What follows belongs to an exercise in optimizing a design on an open flow for small area; a production flow would make more cautious choices. Where RTL was checked, it was by simulation tests only, not by an equivalence proof against the original. Power figures rest on the tool's default switching activity, not on a simulated workload.

Setup of run A:
## cnn_top
module cnn_top
(
    input  logic        clk,
    input  logic        reset,
    input  logic        load_req,
    input  logic [15:0] load_cmd,        
    output logic        load_ack,
    input  logic        run_req,
    output logic        run_ack,
    output logic [81:0] result           
);
==> flow/config.mk <==
export PLATFORM = sky130hd
export DESIGN_NAME = cnn_top
export DESIGN_NICKNAME = cnn_top
export VERILOG_FILES = /design/flow/design.v
export SDC_FILE = /design/flow/constraint.sdc
export NUM_CORES = 4
export LEC_CHECK = 0
export CAP_MARGIN = 20
export CORE_MARGIN = 2
export CORE_UTILIZATION = 60
export GPL_TIMING_DRIVEN = 0
export SLEW_MARGIN = 20
==> flow/constraint.sdc <==
create_clock -name core_clock -period 10.0 [get_ports {clk}]
set_input_delay 2.0000 -clock core_clock [delete_from_list [all_inputs] [get_ports {clk}]]
set_output_delay 2.0000 -clock core_clock [all_outputs]
set_load 0.01 [all_outputs]
standard.sh (not shown) runs the stock make flow with config.mk's settings and CLKGATE_MAP_FILE= SYNTH_SCRIPT=/design/flow/synth_recipe.tcl, a recipe that flattens the netlist after the stock synthesis.
==> flow/flow/run.sh <==
#!/bin/bash
# The standard layout (standard.sh, ORFS) with these changes:
# - input and output ports are buffered with the smallest buffer;
# - clock tree synthesis uses clkbuf_8 sink clusters and no dummy loads;
# - after floorplan, OpenROAD's restructure re-maps the combinational logic for
#   area (flow/restructure.tcl); registers are kept as synthesized.
# The make output goes to standard.log; each ORFS step keeps its own log.
set -euo pipefail
here=$(pwd)
export BUFFER_PORTS_ARGS="-buffer_cell sky130_fd_sc_hd__buf_1"
export CTS_ARGS="-sink_clustering_enable -repair_clock_nets -dont_use_dummy_load -buf_list sky130_fd_sc_hd__clkbuf_8 -sink_clustering_size 18 -sink_clustering_max_diameter 60"
export POST_FLOORPLAN_TCL="$here/flow/restructure.tcl"
bash standard.sh > standard.log 2>&1
==> flow/flow/restructure.tcl <==
# Area recovery after floorplan: re-map the combinational logic with ABC for
# area (OpenROAD restructure). Registers are not touched.
set lib_in [lindex $::env(LIB_FILES) 0]
set work $::env(RESULTS_DIR)/restructure
file mkdir $work
set lib_out $work/lib_dont_use.lib

# a copy of the library with the platform's don't-use cells marked dont_use,
# so that ABC leaves them out
set fh [open $lib_in r]
set text [read $fh]
close $fh
set out ""
set pos 0
foreach {whole name} [regexp -all -inline -indices {cell\s*\(\s*"?([A-Za-z0-9_]+)"?\s*\)\s*\{} $text] {
  set end [lindex $whole 1]
  set cell [string range $text [lindex $name 0] [lindex $name 1]]
  append out [string range $text $pos $end]
  foreach pattern $::env(DONT_USE_CELLS) {
    if { [string match $pattern $cell] } {
      append out "\n    dont_use : true;"
      break
    }
  }
  set pos [expr {$end + 1}]
}
append out [string range $text $pos end]
set fh [open $lib_out w]
puts -nonewline $fh $out
close $fh

set tielo "[lindex $::env(TIELO_CELL_AND_PORT) 0]/[lindex $::env(TIELO_CELL_AND_PORT) 1]"
set tiehi "[lindex $::env(TIEHI_CELL_AND_PORT) 0]/[lindex $::env(TIEHI_CELL_AND_PORT) 1]"
report_design_area
restructure -target area -liberty_file $lib_out -tielo_port $tielo -tiehi_port $tiehi \
  -work_dir $work
report_design_area
For run B, these inputs were changed with respect to run A:
Settings: a deleted GPL_TIMING_DRIVEN that had been 0.
--- a/flow/flow/run.sh
+++ b/flow/flow/run.sh
@@ -12,2 +12,3 @@
 export POST_FLOORPLAN_TCL="$here/flow/restructure.tcl"
+export RECOVER_POWER=50
 bash standard.sh > standard.log 2>&1
Findings:
Run B against run A: number of vias in the routed layout rose by 95; met1 usage in global routing rose by 1.1 points. Against run A, run B comes in 1.4% higher on count of clock-buffer cells in the layout. Total routed wirelength in run B is about 4% above run A. Compared with run A, in run B combined flip-flop and latch cell area level, share of the final layout cell area in multi-input gates level.
diff inputs: run B => run C
--- a/flow/flow/run.sh
+++ b/flow/flow/run.sh
@@ -12,3 +12,3 @@
 export POST_FLOORPLAN_TCL="$here/flow/restructure.tcl"
-export RECOVER_POWER=50
+export RECOVER_POWER=100
 bash standard.sh > standard.log 2>&1
[summary]
Final checks on run C, whose flow otherwise completed, came back failing, citing max-capacitance violations, max-slew violations.
Run C -> run B: met2 global-route usage delta 0, exact match
Sequential share of layout area: run B vs run C — no meaningful difference
On time the final worst path needs with I/O delays and setup, run C and run B are neck and neck.
diff inputs: run C => run D
Settings: ABC_AREA newly set to 1; CORE_UTILIZATION changed from 60 to 65.
==> flow/flow/run.sh <==
#!/bin/bash
# The standard layout (standard.sh, ORFS) with these changes:
# - input and output ports are buffered with the smallest buffer;
# - clock tree synthesis uses clkbuf_8 sink clusters of up to 20 flip-flops and no dummy loads;
# - after floorplan, OpenROAD's restructure re-maps the combinational logic for
#   area (flow/restructure.tcl); registers are kept as synthesized.
# The make output goes to standard.log; each ORFS step keeps its own log.
set -euo pipefail
here=$(pwd)
export BUFFER_PORTS_ARGS="-buffer_cell sky130_fd_sc_hd__buf_1"
export CTS_ARGS="-sink_clustering_enable -repair_clock_nets -dont_use_dummy_load -buf_list sky130_fd_sc_hd__clkbuf_8 -sink_clustering_size 20 -sink_clustering_max_diameter 60"
export POST_FLOORPLAN_TCL="$here/flow/restructure.tcl"
bash standard.sh > standard.log 2>&1
--- outcome ---
Run D reached the final stage; the timing, design-rule and antenna checks on its layout passed. The last element of the critical path comes out fea[70] in one run and fea[64] in the other, namely in run D and run C respectively. Post-route non-filler standard cell count went down by a few percent going from run C to run D. On global-route wire length before repair, run D does better than run C. Run D vs run C, net switching component of the power went down by about 40%.

---

cnn_top again, from the RTL that the note above started with.
// cnn_top
module cnn_top
(
    input  logic        clk,
    input  logic        reset,
    input  logic        load_req,
    input  logic [15:0] load_cmd,        
    output logic        load_ack,
    input  logic        run_req,
    output logic        run_ack,
    output logic [81:0] result           
);
export LEC_CHECK = 0
export ABC_AREA = 1
export CAP_MARGIN = 20
export CORE_MARGIN = 2
export CORE_UTILIZATION = 70
export SLEW_MARGIN = 20
create_clock -name core_clock -period 10.0 [get_ports {clk}]
==> flow/flow/run.sh <==
#!/bin/bash
# The standard layout (standard.sh, ORFS) with these changes:
# - input and output ports are buffered with the smallest buffer;
# - clock tree synthesis uses clkbuf_8 sink clusters of up to 20 flip-flops and no dummy loads;
# - after floorplan, OpenROAD's restructure re-maps the combinational logic for
#   area (flow/restructure.tcl); registers are kept as synthesized.
# The make output goes to standard.log; each ORFS step keeps its own log.
set -euo pipefail
here=$(pwd)
export BUFFER_PORTS_ARGS="-buffer_cell sky130_fd_sc_hd__buf_1"
export CTS_ARGS="-sink_clustering_enable -repair_clock_nets -dont_use_dummy_load -buf_list sky130_fd_sc_hd__clkbuf_8 -sink_clustering_size 20 -sink_clustering_max_diameter 70"
export POST_FLOORPLAN_TCL="$here/flow/restructure.tcl"
bash standard.sh > standard.log 2>&1
Scripts as last shown in full above: flow/flow/restructure.tcl
The baseline produced a clean layout.
Then changed:
==> flow/flow/run.sh (replaced) <==
#!/bin/bash
# The standard layout (standard.sh, ORFS) with these changes:
# - input and output ports are buffered with the smallest buffer;
# - clock tree synthesis uses clkbuf_8 sink clusters and no dummy loads;
# - after floorplan, OpenROAD's restructure re-maps the combinational logic for
#   area (flow/restructure.tcl); registers are kept as synthesized.
# The make output goes to standard.log; each ORFS step keeps its own log.
set -euo pipefail
here=$(pwd)
export BUFFER_PORTS_ARGS="-buffer_cell sky130_fd_sc_hd__buf_1"
export CTS_ARGS="-sink_clustering_enable -repair_clock_nets -dont_use_dummy_load -buf_list sky130_fd_sc_hd__clkbuf_8 -sink_clustering_size 20 -sink_clustering_max_diameter 60"
export POST_FLOORPLAN_TCL="$here/flow/restructure.tcl"
bash standard.sh > standard.log 2>&1
- ABC_AREA: 1 -> not set
- CORE_UTILIZATION: 70 -> 65
Result:
- The new run ran to the end with no violations
- design area went up by 0.45%
- setup slack gets better by 0.13 ns
- total power went up by 30%
- first-iteration DRC count went up by 30%
- flip-flop and latch count stays the same
- area after synthesis went up by about 0.9%
- combinational power went up to 2.7 times its value
- cell count went up by about 2%

---

before:
cnn_top, a different RTL version from the one above (not shown whole).
Size in the first run: roughly 1900 cells after synthesis, ~100 I/O pins.
Settings: LEC_CHECK=0, CAP_MARGIN=20, CORE_MARGIN=2, CORE_UTILIZATION=40, SLEW_MARGIN=20; clock period 10.0 ns.
==> flow/flow/run.sh <==
#!/bin/bash
set -euo pipefail
export BUFFER_PORTS_ARGS="-buffer_cell sky130_fd_sc_hd__buf_1"
export CTS_ARGS="-sink_clustering_enable -repair_clock_nets -dont_use_dummy_load -buf_list sky130_fd_sc_hd__clkbuf_8 -sink_clustering_size 20 -sink_clustering_max_diameter 50"
bash standard.sh > standard.log 2>&1
> inputs changed (before -> after)
Settings: changing CORE_UTILIZATION from 40 to 60.
==> flow/flow/run.sh <==
#!/bin/bash
set -euo pipefail
export BUFFER_PORTS_ARGS="-buffer_cell sky130_fd_sc_hd__buf_1"
export CTS_ARGS="-sink_clustering_enable -repair_clock_nets -dont_use_dummy_load -buf_list sky130_fd_sc_hd__clkbuf_8 -sink_clustering_size 18 -sink_clustering_max_diameter 60"
bash standard.sh > standard.log 2>&1
## What came out
Final setup skew | after below before
Per the comparison of after with before, ratio of final minimum period to clock period +1.4 points; maximum resistive drop on vdd increased by about 150% relative to the old numbers; final wirelength fell by 3.4%.
| count of nets after finishing | before vs after | ≈ equal |
Per-cell routed wire length was higher in after than in before.
Higher initial antenna violation count among before and after: before
Relative to before, after degrades setup slack.
Switching power summed over all nets ends up higher on before.
after vs before on sequential share of layout area: after is the higher one.
Internal cell power (higher): before
No run of this note included a check of the RTL's function; only the layout flow was run.

---

cnn_top with an RTL version that a note above also has.
Size: roughly 1700 cells after synthesis, about 1000 flip-flops, about 0.027 mm^2 of cells after synthesis.
==> flow/config.mk <==
export PLATFORM = sky130hd
export DESIGN_NAME = cnn_top
export DESIGN_NICKNAME = cnn_top
export VERILOG_FILES = /design/flow/design.v
export SDC_FILE = /design/flow/constraint.sdc
export NUM_CORES = 4
export LEC_CHECK = 0
export CAP_MARGIN = 20
export CORE_MARGIN = 2
export CORE_UTILIZATION = 60
export SLEW_MARGIN = 20
==> flow/constraint.sdc <==
create_clock -name core_clock -period 10.0 [get_ports {clk}]
set_input_delay 2.0000 -clock core_clock [delete_from_list [all_inputs] [get_ports {clk}]]
set_output_delay 2.0000 -clock core_clock [all_outputs]
set_load 0.01 [all_outputs]
==> flow/flow/run.sh <==
#!/bin/bash
set -euo pipefail
export BUFFER_PORTS_ARGS="-buffer_cell sky130_fd_sc_hd__buf_1"
export CTS_ARGS="-sink_clustering_enable -repair_clock_nets -dont_use_dummy_load -buf_list sky130_fd_sc_hd__clkbuf_8 -sink_clustering_size 18 -sink_clustering_max_diameter 80"
bash standard.sh > standard.log 2>&1
Rerun with:
==> flow/flow/run.sh (replaced) <==
#!/bin/bash
# The standard layout (standard.sh, ORFS) with these changes:
# - input and output ports are buffered with the smallest buffer;
# - clock tree synthesis uses clkbuf_8 sink clusters and no dummy loads;
# - after floorplan, OpenROAD's restructure re-maps the combinational logic for
#   area (flow/restructure.tcl); registers are kept as synthesized.
# The make output goes to standard.log; each ORFS step keeps its own log.
set -euo pipefail
here=$(pwd)
export BUFFER_PORTS_ARGS="-buffer_cell sky130_fd_sc_hd__buf_1"
export CTS_ARGS="-sink_clustering_enable -repair_clock_nets -dont_use_dummy_load -buf_list sky130_fd_sc_hd__clkbuf_8 -sink_clustering_size 18 -sink_clustering_max_diameter 60"
export POST_FLOORPLAN_TCL="$here/flow/restructure.tcl"
bash standard.sh > standard.log 2>&1
==> flow/flow/restructure.tcl (new file) <==
# Area recovery after floorplan: re-map the combinational logic with ABC for
# area (OpenROAD restructure). Registers are not touched.
set lib_in [lindex $::env(LIB_FILES) 0]
set work $::env(RESULTS_DIR)/restructure
file mkdir $work
set lib_out $work/lib_dont_use.lib

# a copy of the library with the platform's don't-use cells marked dont_use,
# so that ABC leaves them out
set fh [open $lib_in r]
set text [read $fh]
close $fh
set out ""
set pos 0
foreach {whole name} [regexp -all -inline -indices {cell\s*\(\s*"?([A-Za-z0-9_]+)"?\s*\)\s*\{} $text] {
  set end [lindex $whole 1]
  set cell [string range $text [lindex $name 0] [lindex $name 1]]
  append out [string range $text $pos $end]
  foreach pattern $::env(DONT_USE_CELLS) {
    if { [string match $pattern $cell] } {
      append out "\n    dont_use : true;"
      break
    }
  }
  set pos [expr {$end + 1}]
}
append out [string range $text $pos end]
set fh [open $lib_out w]
puts -nonewline $fh $out
close $fh

set tielo "[lindex $::env(TIELO_CELL_AND_PORT) 0]/[lindex $::env(TIELO_CELL_AND_PORT) 1]"
set tiehi "[lindex $::env(TIEHI_CELL_AND_PORT) 0]/[lindex $::env(TIEHI_CELL_AND_PORT) 1]"
report_design_area
restructure -target area -liberty_file $lib_out -tielo_port $tielo -tiehi_port $tiehi \
  -work_dir $work
report_design_area
Settings changed: CORE_UTILIZATION 60 to 65.
Effect: The new run produced a clean layout. Clock skew is lower by 0.034 ns. Worst setup slack is better by 0.67 ns. Cell count came out higher by 6.8%. Non-clock buffer count fell by 30.
Rerun with:
==> flow/flow/run.sh (replaced) <==
#!/bin/bash
set -euo pipefail
export BUFFER_PORTS_ARGS="-buffer_cell sky130_fd_sc_hd__buf_1"
export CTS_ARGS="-sink_clustering_enable -repair_clock_nets -dont_use_dummy_load -buf_list sky130_fd_sc_hd__clkbuf_16 -sink_clustering_size 32 -sink_clustering_max_diameter 45"
bash standard.sh > standard.log 2>&1
Settings changed: CORE_UTILIZATION 65 to 60.
removed: flow/flow/restructure.tcl
The changed run passed the timing, design-rule and antenna checks.
Via count is lower by about a fifth.
Setup slack gets worse by 0.76 ns.
Die area is higher by a little under a tenth.
Rerun with:
==> flow/flow/run.sh (replaced) <==
#!/bin/bash
set -euo pipefail
export BUFFER_PORTS_ARGS="-buffer_cell sky130_fd_sc_hd__buf_1"
export CTS_ARGS="-sink_clustering_enable -repair_clock_nets -dont_use_dummy_load -buf_list sky130_fd_sc_hd__clkbuf_8 -sink_clustering_size 18 -sink_clustering_max_diameter 60"
export GPL_KEEP_OVERFLOW=0
bash standard.sh > standard.log 2>&1
After rerunning: Power falls by 8.3%. Die area is unchanged. Cell area went down by 2.5%. Non-clock buffer count shrinks by 10. Worst setup slack is worse by 0.055 ns. Via count shrinks by 0.95%. Hold slack is worse by 0.0057 ns. Global-route usage shrinks by 0.23 points. First-iteration DRC count grows by 3.3%. Maximum frequency decreases by 0.57%. Clock-buffer cell count rises by 1.
Rerun with:
--- a/flow/flow/run.sh
+++ b/flow/flow/run.sh
@@ -1,0 +2,6 @@
+# The standard layout (standard.sh, ORFS) with these changes:
+# - input and output ports are buffered with the smallest buffer;
+# - clock tree synthesis uses clkbuf_8 sink clusters and no dummy loads;
+# - after floorplan, OpenROAD's restructure re-maps the combinational logic for
+#   area (flow/restructure.tcl); registers are kept as synthesized.
+# The make output goes to standard.log; each ORFS step keeps its own log.
@@ -2,0 +9 @@
+here=$(pwd)
@@ -5 +12 @@
-export GPL_KEEP_OVERFLOW=0
+export POST_FLOORPLAN_TCL="$here/flow/restructure.tcl"
==> flow/flow/restructure.tcl (new file) <==
# Area recovery after floorplan: re-map the combinational logic with ABC for
# area (OpenROAD restructure). Registers are not touched.
set lib_in [lindex $::env(LIB_FILES) 0]
set work $::env(RESULTS_DIR)/restructure
file mkdir $work
set lib_out $work/lib_dont_use.lib

# a copy of the library with the platform's don't-use cells marked dont_use,
# so that ABC leaves them out
set fh [open $lib_in r]
set text [read $fh]
close $fh
set out ""
set pos 0
foreach {whole name} [regexp -all -inline -indices {cell\s*\(\s*"?([A-Za-z0-9_]+)"?\s*\)\s*\{} $text] {
  set end [lindex $whole 1]
  set cell [string range $text [lindex $name 0] [lindex $name 1]]
  append out [string range $text $pos $end]
  foreach pattern $::env(DONT_USE_CELLS) {
    if { [string match $pattern $cell] } {
      append out "\n    dont_use : true;"
      break
    }
  }
  set pos [expr {$end + 1}]
}
append out [string range $text $pos end]
set fh [open $lib_out w]
puts -nonewline $fh $out
close $fh

set tielo "[lindex $::env(TIELO_CELL_AND_PORT) 0]/[lindex $::env(TIELO_CELL_AND_PORT) 1]"
set tiehi "[lindex $::env(TIEHI_CELL_AND_PORT) 0]/[lindex $::env(TIEHI_CELL_AND_PORT) 1]"
report_design_area
restructure -target area -liberty_file $lib_out -tielo_port $tielo -tiehi_port $tiehi \
  -work_dir $work
report_design_area
Result: Power went up by well over a third. Core utilization went down by 1.3 points. Combinational power went up to 6.1 times its value. Synthesized cell count does not change. Maximum frequency went up by a little under a tenth. Final cell count went up by roughly a tenth. Sequential share of layout area went up by 1.4 points. Routed wire length went up by a few percent. Setup slack gets better by 0.67 ns.
Rerun with:
--- a/flow/flow/run.sh
+++ b/flow/flow/run.sh
@@ -12,0 +13 @@
+export GPL_KEEP_OVERFLOW=0
=> The new run produced a clean layout. Power stays flat. Register-to-register slack gets better by 0.096 ns. Clock-buffer cell count is unchanged. Setup slack gets better by 0.096 ns. Non-clock buffer count shrinks by 1. Final cell count barely changes. Routed wire length shrinks slightly. Sequential power stays flat. Final area is about the same. Fmax grows slightly. Synthesized cell count is unchanged.

==> port drivers added, routing unchanged <==
No port has a modelled driver above. Below, the same layouts with a new extraction and two added sets of constraints.
Step 1 sets driving cells, clkbuf_16 on the clock port and buf_2 on the other inputs (assumed; they add their load-dependent delay and slew).
Step 2 adds t to the input delays and takes it off the output delays; t is the mean of the earliest and latest rising clock arrival at the registers after step 1. Input paths then give back, and output paths get back, about the clock's delay inside the block.
Slacks: ideal ports / drivers / drivers and shift; pairs: ideal ports / drivers.
run	t, ns	slack for setup (ns)	hold slack, ns
run A	0.683	1.057 / 1.057 / 1.057	0.286 / 0.286 / 0.286
run B	0.700	0.992 / 0.992 / 0.992	0.297 / 0.297 / 0.297
run C	0.701	0.992 / 0.992 / 0.992	0.297 / 0.297 / 0.297
run D	0.651	1.052 / 1.052 / 1.052	0.262 / 0.262 / 0.262
the first run of note 2	0.673	1.036 / 1.036 / 1.036	0.237 / 0.237 / 0.237
the second run of note 2	0.703	1.161 / 1.161 / 1.161	0.217 / 0.217 / 0.217
before	0.683	1.929 / 1.929 / 1.929	0.275 / 0.275 / 0.275
after	0.686	1.786 / 1.786 / 1.786	0.292 / 0.292 / 0.292
the first run of note 4	0.664	0.470 / 0.470 / 0.470	0.255 / 0.255 / 0.255
the second run of note 4	0.675	1.143 / 1.143 / 1.143	0.259 / 0.259 / 0.259
the third run of note 4	0.637	0.381 / 0.381 / 0.381	0.277 / 0.277 / 0.277
the fourth run of note 4	0.664	0.326 / 0.326 / 0.326	0.271 / 0.271 / 0.271
the fifth run of note 4	0.700	0.992 / 0.992 / 0.992	0.297 / 0.297 / 0.297
the sixth run of note 4	0.678	1.088 / 1.088 / 1.088	0.275 / 0.275 / 0.275
